Source: an optimization exercise on an open RTL-to-GDS flow (aim: small area). Production flows keep margins and buffers that such runs may drop.
Function was checked by simulation only, so behaviour that the tests miss may differ from the original.
Power is estimated from default activity; no workload was simulated.

Setup of run 1:
## debug_interpreter
module debug_interpreter (
    input  wire          clk,
    input  wire          reset,
    input  wire          uart_rx_empty,
    input  wire          uart_read_response,
    input  wire [31:0]   uart_read_data,
    output logic         uart_read,
    input  wire          uart_write_response,
    output logic         uart_write,
    output logic [31:0]  uart_write_data,
    input  wire          finish_execution,
    output logic         core_clk_enable,
    output logic         core_reset,
    output logic         write_pulse,
    output logic [31:0]  num_of_cycles_to_pulse,
    output logic         reset_bus,
    output logic         memory_mux_selector,
    output logic [31:0]  end_position,
    output logic         memory_read,
    output logic         memory_write,
    output logic [31:0]  address,
    output logic [31:0]  write_data,
    input  wire  [31:0]  read_data
);
export LEC_CHECK = 0
export CAP_MARGIN = 20
export CORE_MARGIN = 2
export CORE_UTILIZATION = 40
export GPL_TIMING_DRIVEN = 0
export SLEW_MARGIN = 20
create_clock -name core_clock -period 5.0 [get_ports {clk}]
standard.sh (not shown) runs the stock make flow with config.mk's settings and CLKGATE_MAP_FILE= SYNTH_SCRIPT=/design/flow/synth_recipe.tcl, a recipe that flattens the netlist after the stock synthesis.
==> flow/flow/run.sh <==
#!/bin/bash
# Own flow: the standard layout (standard.sh, unchanged synthesis) with a few
# ORFS options set through the environment:
#  - port buffers: every input and output port still gets its own buffer, but the
#    smallest one (buf_1) instead of the default clkdlybuf4s50_1;
#  - the buffers ABC inserted during synthesis are removed at floorplan (placement is
#    not timing driven, so nothing else removes them); repair then adds what timing needs;
#  - clock tree: clkbuf_8 root, clkbuf_4/8 leaves in clusters at most 40 um across, no dummy loads.
# ORFS writes each tool's full log under orfs/logs; make's own output goes to standard.log.
set -euo pipefail
export BUFFER_PORTS_ARGS="-buffer_cell sky130_fd_sc_hd__buf_1"
export REMOVE_ABC_BUFFERS=1
export CTS_ARGS="-sink_clustering_enable -repair_clock_nets -dont_use_dummy_load -root_buf sky130_fd_sc_hd__clkbuf_8 -buf_list \"sky130_fd_sc_hd__clkbuf_4 sky130_fd_sc_hd__clkbuf_8\" -sink_clustering_max_diameter 40"
bash standard.sh > standard.log 2>&1
#### Input delta (run 2 over run 1)
Settings: CORE_UTILIZATION now 55, was 40.
-- flow/flow/run.sh --
<<< run 1, line 8
#  - clock tree: clkbuf_8 root, clkbuf_4/8 leaves in clusters at most 40 um across, no dummy loads.
>>> run 2, line 8
#  - clock tree: clkbuf_8 buffers and no dummy loads.
<<< run 1, line 13
export CTS_ARGS="-sink_clustering_enable -repair_clock_nets -dont_use_dummy_load -root_buf sky130_fd_sc_hd__clkbuf_8 -buf_list \"sky130_fd_sc_hd__clkbuf_4 sky130_fd_sc_hd__clkbuf_8\" -sink_clustering_max_diameter 40"
>>> run 2, line 13
export CTS_ARGS="-sink_clustering_enable -repair_clock_nets -dont_use_dummy_load -buf_list sky130_fd_sc_hd__clkbuf_8"
Run 1 did not stop at any stage, and its layout met the timing, design-rule and antenna checks. Run 2: no failed stages, no open violations at the end. Summary — starting utilization of the core area, run 2 relative to run 1: higher, by 15 points. Fill cell instance count of the final layout in run 2 is about 34% below run 1. Iteration-0 DRC count of the detailed router of run 2 exceeds that of run 1 by more than a quarter. Per the comparison of run 2 with run 1, global-route wire length before repair moved down, post-CTS setup buffer count moved down, number of clock buffer instances in the layout level. Diff run 2..run 1 | count of non-CTS buffers in the layout | unchanged. Run 2 against run 1: met3 track demand over resource increased by 2.0 points relative to the old numbers; total power closely matched the old numbers.
Setup changes, run 2 to run 3
Settings: changing CORE_UTILIZATION from 55 to 40.
[summary]
Of run 3 and run 2, the run reporting the higher count of TritonRoute iterations in the first routing pass was run 2.
For the number of cells on the critical path, run 3 came in 2 higher than run 2 did.
Run 3: number of standard cells in the final layout excluding fillers 4.9% above run 2
Compared run 3 against run 2; total power within noise.
Between run 3 and run 2, the difference in static power due to leakage is negligible.
Between run 2 and run 3, the flow reports net switching component of the power increasing slightly.
Going from run 2 to run 3, multi-input gate area in the final layout neither gained nor lost much, vias per cell lost 7.1%.
Of run 3 and run 2, the run reporting the higher global placer's final weighted congestion was run 2.
Run 3 ended up with a lower share of final layout cell area taken by non-clock buffers than run 2 did.
Run 3 vs run 2, peak supply drop went down by about 50%.
What run 4 does differently from run 3 at the input level:
==> flow/flow/run.sh <==
#!/bin/bash
# Own flow: the standard layout (standard.sh, unchanged synthesis) with two
# placement/CTS options set through the environment:
#  - port buffers: every input and output port still gets its own buffer, but the
#    smallest one (buf_1) instead of the default clkdlybuf4s50_1;
#  - clock tree: clkbuf_8 buffers and no dummy loads.
# Each tool's output goes to ORFS's own logs under orfs/logs; make's output to standard.log.
set -euo pipefail
export BUFFER_PORTS_ARGS="-buffer_cell sky130_fd_sc_hd__buf_1"
export CTS_ARGS="-sink_clustering_enable -repair_clock_nets -dont_use_dummy_load -buf_list sky130_fd_sc_hd__clkbuf_8"
bash standard.sh > standard.log 2>&1
[summary]
- Cmp run 3 and run 4 / clock edge transition at the registers on the reported setup and hold paths / lower: run 4
- Run 4 vs. run 3: switching power as a share of total power saw an increase; number of logic stages on the critical path including buffering saw a decrease; power density over cell area saw a decrease.
- Between run 3 and run 4, the flow reports total power consumption of the routed design increasing slightly.
- Run 4: final non-filler cell area 2.0% above run 3
- Routed wire length (run 4 over run 3): increase, 7.0%
- Per the comparison of run 4 with run 3, number of inserted filler cells in the final layout +about 3%, reported combinational group power +18%, wire length of the first global-routing pass +about 3.5%, clock network power share -0.3 points.
Here is what was changed in the inputs of run 5 compared with run 4.
Settings: GPL_TIMING_DRIVEN removed (was 0); CTS_BUF_LIST newly set to sky130_fd_sc_hd__clkbuf_8.
==> flow/run.sh (new file) <==
#!/bin/bash
# synth_recipe.tcl (not shown) runs the flow's synth.tcl, then flattens the netlist and writes it again
# the make line also repeats each setting of config.mk as NAME=value (left out here)
make -C /OpenROAD-flow-scripts/flow DESIGN_CONFIG=/design/flow/config.mk WORK_HOME=/design/flow/orfs CLKGATE_MAP_FILE= SYNTH_SCRIPT=/design/flow/synth_recipe.tcl finish
removed: flow/flow/run.sh
removed: flow/standard.sh
==> notes.md <==
- There was hardly any difference in wire length between run 5 and run 4.
- On run 5: depth of the most critical reg-to-reg path is 3 higher than what run 4 gave.
- Looking at setup slack after layout, run 5 sits above run 4.
- Run 5 reports a lower number of fill cells in the layout than run 4 does.
- Clock skew, run 5 and run 4, lower one = run 5.
- Non-clock buffer count (run 5 / run 4): 0.810

-- what the ideal ports hide --
No port has a modelled driver above. Below, the same layouts with a new extraction and two added sets of constraints.
Step 1: set_driving_cell puts a clkbuf_16 on clk and a buf_2 on each other input, an assumption about the parent block.
Step 2 also shifts input and output timing later by t, the mid clock arrival at the registers, as if the neighbouring blocks saw the same clock.
Three values: ideal ports, drivers, drivers and shift; two values: the first two.
run | t (ns) | setup slack, ns | cell pins on the clock port's net
run 1 | 0.488 | 0.406 / 0.406 / 0.406 | 1
run 2 | 0.490 | 0.348 / 0.348 / 0.348 | 1
run 3 | 0.488 | 0.406 / 0.406 / 0.406 | 1
run 4 | 0.486 | 0.324 / 0.324 / 0.324 | 1
run 5 | 0.491 | 0.472 / 0.472 / 0.472 | 1
After both steps setup and hold are still met in every run listed.
